Context: an optimization exercise on an open-source flow, tuned for small area and a short achievable clock period. The choices shown serve that exercise and are no tape-out recipe.
Where RTL was checked, it was by simulation tests only, not by an equivalence proof against the original.
Power figures rest on the tool's default switching activity, not on a simulated workload.

==> v1: inputs <==
==> flow/design.v <==
package periph_pkg;
    localparam int data_w    = 32;
    localparam int n_lanes   = data_w / 8;
    localparam int cnt_w     = 64;
    localparam int reg_idx_w = 4;
    localparam int n_ext_irq = 8;
    localparam int n_irq     = n_ext_irq + 1;
    localparam int irq_num_w = 4;
    localparam logic [reg_idx_w-1:0] reg_gpio_data   = 4'd0;
    localparam logic [reg_idx_w-1:0] reg_gpio_dir    = 4'd1;
    localparam logic [reg_idx_w-1:0] reg_counter_lo  = 4'd2;
    localparam logic [reg_idx_w-1:0] reg_counter_hi  = 4'd3;
    localparam logic [reg_idx_w-1:0] reg_irq_ctrl    = 4'd4;
    localparam logic [reg_idx_w-1:0] reg_timer_ie    = 4'd5;
    localparam logic [reg_idx_w-1:0] reg_timer_if    = 4'd6;
    localparam logic [reg_idx_w-1:0] reg_timer_value = 4'd7;
    localparam logic [reg_idx_w-1:0] reg_timer_max   = 4'd8;
    localparam logic [reg_idx_w-1:0] reg_irq_number  = 4'd9;
    localparam logic [reg_idx_w-1:0] reg_counter_ld_lo = 4'd10;
    localparam logic [reg_idx_w-1:0] reg_counter_ld_hi = 4'd11;
    typedef struct packed {
        logic                 cyc;
        logic                 stb;
        logic                 we;
        logic [reg_idx_w-1:0] adr;
        logic [n_lanes-1:0]   sel;
        logic [data_w-1:0]    wdata;
    } bus_req_s;
    typedef struct packed {
        logic               gpio_data;
        logic               gpio_dir;
        logic               counter_cmd;
        logic               irq_ctrl;
        logic               timer_ie;
        logic               timer_if_cmd;
        logic               timer_max;
        logic               counter_ld_lo;
        logic               counter_ld_hi;
        logic [n_lanes-1:0] lanes;
    } reg_wr_s;
    typedef struct packed {
        logic [data_w-3:0] rsvd;
        logic              clear;
        logic              sample;
    } counter_cmd_s;
    typedef struct packed {
        logic [data_w-3:0] rsvd;
        logic              reload;
        logic              flag_clr;
    } timer_cmd_s;
    typedef union packed {
        logic [data_w-1:0] word;
        counter_cmd_s      counter;
        timer_cmd_s        timer;
    } cmd_word_u;
    typedef struct packed {
        logic [cnt_w-1:0]  counter_sample;
        logic [data_w-1:0] value;
        logic [data_w-1:0] max;
        logic              flag;
        logic              enable;
    } timer_stat_s;
    typedef struct packed {
        logic                 in_service;
        logic [irq_num_w-1:0] number;
    } irq_stat_s;
    function automatic logic [data_w-1:0] merge_bytes(
        input logic [data_w-1:0]  old_word,
        input logic [data_w-1:0]  new_word,
        input logic [n_lanes-1:0] lanes
    );
        logic [data_w-1:0] result;
        result = old_word;
        for (int b = 0; b < n_lanes; b++) begin
            if (lanes[b]) begin
                result[b*8 +: 8] = new_word[b*8 +: 8];
            end
        end
        merge_bytes = result;
    endfunction
endpackage
`timescale 1ns/100ps
module periph_top (
    input  logic        clk,
    input  logic        rst,
    input  logic        req_cyc,
    input  logic        req_stb,
    input  logic        req_we,
    input  logic [3:0]  req_adr,
    input  logic [3:0]  req_sel,
    input  logic [31:0] req_wdata,
    output logic [31:0] rdata,
    output logic        ack,
    input  logic [31:0] gpio_in,
    output logic [31:0] gpio_out,
    output logic [31:0] gpio_dir,
    input  logic [7:0]  ext_irq,
    input  logic        irq_ack,
    input  logic        irq_exit,
    output logic        cpu_irq
);
    logic wr_en;
    logic w_data, w_dir, w_cnt, w_irq, w_ie, w_if, w_max, w_ldlo, w_ldhi;
    assign wr_en  = req_cyc & req_stb & req_we;
    assign w_data = wr_en & (req_adr == 4'd0);
    assign w_dir  = wr_en & (req_adr == 4'd1);
    assign w_cnt  = wr_en & (req_adr == 4'd2) & req_sel[0];
    assign w_irq  = wr_en & (req_adr == 4'd4) & req_sel[0];
    assign w_ie   = wr_en & (req_adr == 4'd5) & req_sel[0];
    assign w_if   = wr_en & (req_adr == 4'd6) & req_sel[0];
    assign w_max  = wr_en & (req_adr == 4'd8);
    assign w_ldlo = wr_en & (req_adr == 4'd10);
    assign w_ldhi = wr_en & (req_adr == 4'd11);
    logic ack_q;
    logic rst_d;
    always_ff @(posedge clk) begin
        ack_q <= ~rst & req_stb;
        rst_d <= rst;
    end
    assign ack = req_cyc & ack_q;
    logic [63:0] counter;
    logic [63:0] sample;
    logic        clr;
    assign clr = w_cnt & req_wdata[1];
    always_ff @(posedge clk) begin
        if (rst | clr) begin
            counter <= '0;
            sample <= '0;
        end else begin
            if (w_ldlo) begin
                counter[31:0] <= periph_pkg::merge_bytes(counter[31:0], req_wdata, req_sel);
            end else if (w_ldhi) begin
                counter[63:32] <= periph_pkg::merge_bytes(counter[63:32], req_wdata, req_sel);
            end else begin
                counter <= counter + 64'd1;
            end
            if (w_cnt & req_wdata[0]) begin
                sample <= counter;
            end
        end
    end
    logic [31:0] value;
    logic [31:0] max_q;
    logic        flag;
    logic        enable;
    logic        expired;
    logic        timer_irq;
    assign expired = (value == '0);
    always_ff @(posedge clk) begin
        if (rst) begin
            value <= '0;
            max_q <= '0;
            flag <= 1'b0;
            enable <= 1'b0;
        end else begin
            if (w_max) begin
                max_q <= periph_pkg::merge_bytes(max_q, req_wdata, req_sel);
            end
            if (w_ie) begin
                enable <= req_wdata[0];
            end
            if ((w_if & req_wdata[1]) | expired) begin
                value <= max_q;
            end else begin
                value <= value - 32'd1;
            end
            if (w_if & req_wdata[0]) begin
                flag <= 1'b0;
            end else if (expired) begin
                flag <= 1'b1;
            end
        end
    end
    assign timer_irq = flag & enable;
    logic [31:0] data_q;
    logic [31:0] dir_q;
    logic [31:0] dir_s1;
    logic [31:0] in_s;
    logic [31:0] out_s;
    logic [31:0] data_wr;
    logic        rst_any;
    assign data_wr = w_data ? periph_pkg::merge_bytes(data_q, req_wdata, req_sel) : data_q;
    assign rst_any = rst | rst_d;
    always_ff @(posedge clk) begin
        if (rst) begin
            data_q <= '0;
            dir_q <= '0;
        end else begin
            if (w_dir) begin
                dir_q <= periph_pkg::merge_bytes(dir_q, req_wdata, req_sel);
            end
            data_q <= (dir_q & in_s) | (~dir_q & data_wr);
        end
    end
    always_ff @(posedge clk) begin
        dir_s1 <= dir_q;
        in_s <= gpio_in;
        out_s <= data_q;
    end
    always_ff @(posedge clk) begin
        if (rst_any) begin
            gpio_dir <= '0;
            gpio_out <= '0;
        end else begin
            gpio_dir <= dir_s1;
            gpio_out <= (dir_q & gpio_out) | (~dir_q & out_s);
        end
    end
    logic [8:0] sources;
    logic [3:0] pick;
    logic [3:0] number;
    logic       pending;
    logic       req_q;
    logic       in_service;
    assign sources = {timer_irq, ext_irq};
    always_comb begin
        pending = 1'b0;
        pick = '0;
        for (int i = 0; i < 9; i++) begin
            if (sources[i]) begin
                pending = 1'b1;
                pick = 4'(i);
            end
        end
    end
    always_ff @(posedge clk) begin
        if (rst) begin
            req_q <= 1'b0;
            number <= '0;
            in_service <= 1'b0;
        end else begin
            if (irq_ack) begin
                req_q <= 1'b0;
                in_service <= 1'b1;
            end else if (!req_q && !in_service && pending) begin
                req_q <= 1'b1;
                number <= pick;
            end
            if (irq_exit) begin
                in_service <= 1'b0;
            end
            if (w_irq) begin
                in_service <= req_wdata[0];
            end
        end
    end
    assign cpu_irq = req_q & ~in_service & sources[number];
    logic [3:0] adr_q;
    logic       exp_q;
    logic       bit0_q;
    logic [3:0] num_q;
    always_ff @(posedge clk) begin
        adr_q <= req_adr;
        exp_q <= expired;
        bit0_q <= (req_adr[1]) ? flag : in_service;
        num_q <= number;
    end
    always_comb begin
        case (adr_q)
            4'd0: rdata = out_s;
            4'd1: rdata = dir_s1;
            4'd2: rdata = sample[31:0];
            4'd3: rdata = sample[63:32];
            4'd4: rdata = {31'b0, bit0_q};
            4'd5: rdata = {31'b0, enable};
            4'd6: rdata = {31'b0, bit0_q};
            4'd7: rdata = exp_q ? 32'd0 : value + 32'd1;
            4'd8: rdata = max_q;
            4'd9: rdata = {26'b0, num_q, 2'b00};
            default: rdata = '0;
        endcase
    end
endmodule
==> flow/run.sh <==
#!/bin/bash
# synth_recipe.tcl (not shown) runs the flow's synth.tcl, then flattens the netlist and writes it again
# the make line also repeats each setting of config.mk as NAME=value (left out here)
make -C /OpenROAD-flow-scripts/flow DESIGN_CONFIG=/design/flow/config.mk WORK_HOME=/design/flow/orfs CLKGATE_MAP_FILE= SYNTH_SCRIPT=/design/flow/synth_recipe.tcl finish
==> flow/config.mk <==
export PLATFORM = sky130hd
export DESIGN_NAME = periph_top
export DESIGN_NICKNAME = periph_top
export VERILOG_FILES = /design/flow/design.v
export SDC_FILE = /design/flow/constraint.sdc
export NUM_CORES = 4
export LEC_CHECK = 0
export CAP_MARGIN = 20
export CORE_MARGIN = 2
export CORE_UTILIZATION = 40
export SLEW_MARGIN = 20
==> flow/constraint.sdc <==
create_clock -name core_clock -period 5.0 [get_ports {clk}]
set_input_delay 1.0000 -clock core_clock [delete_from_list [all_inputs] [get_ports {clk}]]
set_output_delay 1.0000 -clock core_clock [all_outputs]
set_load 0.01 [all_outputs]
==> v19: changes against v1 <==
==> flow/design.v, changed modules only <==
module periph_top (
    input  logic        clk,
    input  logic        rst,
    input  logic        req_cyc,
    input  logic        req_stb,
    input  logic        req_we,
    input  logic [3:0]  req_adr,
    input  logic [3:0]  req_sel,
    input  logic [31:0] req_wdata,
    output logic [31:0] rdata,
    output logic        ack,
    input  logic [31:0] gpio_in,
    output logic [31:0] gpio_out,
    output logic [31:0] gpio_dir,
    input  logic [7:0]  ext_irq,
    input  logic        irq_ack,
    input  logic        irq_exit,
    output logic        cpu_irq
);
    logic wr_en;
    logic w_data, w_dir, w_cnt, w_irq, w_ie, w_if, w_max, w_ldlo, w_ldhi;
    assign wr_en  = req_cyc & req_stb & req_we;
    assign w_data = wr_en & (req_adr == 4'd0);
    assign w_dir  = wr_en & (req_adr == 4'd1);
    assign w_cnt  = wr_en & (req_adr == 4'd2) & req_sel[0];
    assign w_irq  = wr_en & (req_adr == 4'd4) & req_sel[0];
    assign w_ie   = wr_en & (req_adr == 4'd5) & req_sel[0];
    assign w_if   = wr_en & (req_adr == 4'd6) & req_sel[0];
    assign w_max  = wr_en & (req_adr == 4'd8);
    assign w_ldlo = wr_en & (req_adr == 4'd10);
    assign w_ldhi = wr_en & (req_adr == 4'd11);
    logic ack_q;
    logic rst_d;
    always_ff @(posedge clk) begin
        ack_q <= ~rst & req_stb;
        rst_d <= rst;
    end
    assign ack = req_cyc & ack_q;
    logic [63:0] counter;
    logic [63:0] sample;
    logic        szero;
    logic        clr;
    assign clr = w_cnt & req_wdata[1];
    always_ff @(posedge clk) begin
        if (rst | clr) begin
            counter <= '0;
        end else if (w_ldlo) begin
            counter[31:0] <= periph_pkg::merge_bytes(counter[31:0], req_wdata, req_sel);
        end else if (w_ldhi) begin
            counter[63:32] <= periph_pkg::merge_bytes(counter[63:32], req_wdata, req_sel);
        end else begin
            counter <= counter + 64'd1;
        end
    end
    always_ff @(posedge clk) begin
        if (rst | clr) begin
            szero <= 1'b1;
        end else if (w_cnt & req_wdata[0]) begin
            szero <= 1'b0;
            sample <= counter;
        end
    end
    logic [31:0] value;
    logic [31:0] max_q;
    logic [31:0] max_eff;
    logic [3:0]  mzero;
    logic        flag;
    logic        enable;
    logic        expired;
    logic        timer_irq;
    assign expired = rst_d | (value == '0);
    always_comb begin
        for (int b = 0; b < 4; b++) begin
            max_eff[b*8 +: 8] = mzero[b] ? 8'd0 : max_q[b*8 +: 8];
        end
    end
    always_ff @(posedge clk) begin
        for (int b = 0; b < 4; b++) begin
            if (rst) begin
                mzero[b] <= 1'b1;
            end else if (w_max & req_sel[b]) begin
                mzero[b] <= 1'b0;
            end
            if (w_max & req_sel[b]) begin
                max_q[b*8 +: 8] <= req_wdata[b*8 +: 8];
            end
        end
    end
    always_ff @(posedge clk) begin
        if ((w_if & req_wdata[1]) | expired) begin
            value <= max_eff;
        end else begin
            value <= value - 32'd1;
        end
    end
    always_ff @(posedge clk) begin
        if (rst) begin
            flag <= 1'b0;
            enable <= 1'b0;
        end else begin
            if (w_ie) begin
                enable <= req_wdata[0];
            end
            if (w_if & req_wdata[0]) begin
                flag <= 1'b0;
            end else if (expired) begin
                flag <= 1'b1;
            end
        end
    end
    assign timer_irq = flag & enable;
    logic [31:0] data_q;
    logic [31:0] dir_q;
    logic [31:0] dir_s1;
    logic [31:0] in_s;
    logic [31:0] out_s;
    logic [31:0] data_wr;
    logic        rst_any;
    assign data_wr = w_data ? periph_pkg::merge_bytes(data_q, req_wdata, req_sel) : data_q;
    assign rst_any = rst | rst_d;
    always_ff @(posedge clk) begin
        if (rst) begin
            data_q <= '0;
            dir_q <= '0;
        end else begin
            if (w_dir) begin
                dir_q <= periph_pkg::merge_bytes(dir_q, req_wdata, req_sel);
            end
            data_q <= (dir_q & in_s) | (~dir_q & data_wr);
        end
    end
    always_ff @(posedge clk) begin
        dir_s1 <= dir_q;
        in_s <= gpio_in;
        out_s <= data_q;
    end
    always_ff @(posedge clk) begin
        if (rst_any) begin
            gpio_dir <= '0;
            gpio_out <= '0;
        end else begin
            gpio_dir <= dir_s1;
            gpio_out <= (dir_q & gpio_out) | (~dir_q & out_s);
        end
    end
    logic [8:0] sources;
    logic [3:0] pick;
    logic       pending;
    logic [3:0] number;
    logic       req_q;
    logic       in_service;
    logic [3:0] number_n;
    logic       req_n;
    logic       in_service_n;
    logic [8:0] en;
    assign sources = {timer_irq, ext_irq};
    always_comb begin
        pending = 1'b0;
        pick = '0;
        for (int i = 0; i < 9; i++) begin
            if (sources[i]) begin
                pending = 1'b1;
                pick = 4'(i);
            end
        end
    end
    always_comb begin
        req_n = req_q;
        number_n = number;
        in_service_n = in_service;
        if (irq_ack) begin
            req_n = 1'b0;
            in_service_n = 1'b1;
        end else if (!req_q && !in_service && pending) begin
            req_n = 1'b1;
            number_n = pick;
        end
        if (irq_exit) begin
            in_service_n = 1'b0;
        end
        if (w_irq) begin
            in_service_n = req_wdata[0];
        end
        if (rst) begin
            req_n = 1'b0;
            number_n = '0;
            in_service_n = 1'b0;
        end
    end
    always_ff @(posedge clk) begin
        req_q <= req_n;
        number <= number_n;
        in_service <= in_service_n;
        for (int i = 0; i < 9; i++) begin
            en[i] <= req_n & ~in_service_n & (number_n == 4'(i));
        end
    end
    assign cpu_irq = |(en & sources);
    logic [31:0] rd_word;
    always_comb begin
        case (req_adr)
            4'd0: rd_word = data_q;
            4'd1: rd_word = dir_q;
            4'd2: rd_word = szero ? 32'd0 : sample[31:0];
            4'd3: rd_word = szero ? 32'd0 : sample[63:32];
            4'd4: rd_word = {31'b0, in_service};
            4'd5: rd_word = {31'b0, enable};
            4'd6: rd_word = {31'b0, flag};
            4'd7: rd_word = rst_d ? 32'd0 : value;
            4'd8: rd_word = max_eff;
            4'd9: rd_word = {26'b0, number, 2'b00};
            default: rd_word = '0;
        endcase
    end
    always_ff @(posedge clk) begin
        rdata <= rd_word;
    end
endmodule
==> flow/flow/run.sh (new file) <==
#!/bin/bash
# The standard layout, with every port buffered by a plain buf_1 instead of
# the delay buffer buffer_ports picks on its own; timing repair sizes them up
# where a path needs it.
set -euo pipefail
export BUFFER_PORTS_ARGS="-buffer_cell sky130_fd_sc_hd__buf_1"
bash standard.sh > standard.log 2>&1
==> flow/standard.sh (new file) <==
#!/bin/bash
# synth_recipe.tcl (not shown) runs the flow's synth.tcl, then flattens the netlist and writes it again
# the make line also repeats each setting of config.mk as NAME=value (left out here)
make -C /OpenROAD-flow-scripts/flow DESIGN_CONFIG=/design/flow/config.mk WORK_HOME=/design/flow/orfs CLKGATE_MAP_FILE= SYNTH_SCRIPT=/design/flow/synth_recipe.tcl "${@:-finish}"
- CORE_UTILIZATION: 40 -> 60
- SETUP_SLACK_MARGIN: unset -> 2.5
removed: flow/run.sh
==> comparison table <==
metric	v19	v1
Number of resized instances in the post-cts repair step	36	0
Tap cell count	390	600
Met3 layer wire length in the routed design	5.05 mm	4.05 mm
Total met2 wirelength after detailed routing	23.2 mm	27.1 mm
Final Wtd Congestion	0.940	0.910
Core area	29,700 um2	45,300 um2
Filler Cell Count	2,262	4,324
Num rows	63	78
Flop and latch count out of synthesis	472	436
Worst r2r dst	counter[44]	counter[47]
Share of layout cells above drive strength 1	10.2%	8.24%
Run status	no timing/DRC/antenna violations	no timing/DRC/antenna violations
Worst hold path endpoint	out_s[28]	out_s[0]
Register area share after synthesis	57.3%	47.8%
Xor and xnor area share after synthesis	1.40%	2.97%
DRT Pass-1 Iters	5	6
Number of vias after detailed routing	14.8k	16.0k
Final cell area excluding filler cells	21,400 um2	22,300 um2
Reg-to-Reg Start	counter[4]	counter[27]
Starting utilization of the core area	61.1%	40.4%
Switching share of total power	26.1%	25.3%
TritonCTS buffer count	47	46
Worst EP arrival	1.71 ns	3.45 ns
No functional check of the RTL was part of v19.

==> re-timing with driven ports <==
Ports are ideal in the flow. The routed layouts listed here were re-timed in OpenROAD. Step 1 sets driving cells, clkbuf_16 on the clock port and buf_2 on the other inputs (assumed; they add their load-dependent delay and slew). Step 2 times the ports against the registers' clock, not the clock port: input delays grow and output delays shrink by t, the midpoint of the rising clock arrivals with the driver on. Three values: no drivers, after step 1, after step 2; two values: the first two.
run	t (ns)	setup slack, ns	clock arrival spread, ns
v1	0.624	0.547 / 0.496 / 1.015	0.013 / 0.012
v19	0.599	2.293 / 2.250 / 1.948	0.025 / 0.025
After both steps every run listed still meets setup and hold. For v19, which loses most, drivers alone change the setup slack by -0.043 ns; drivers and shift together by -0.345 ns.
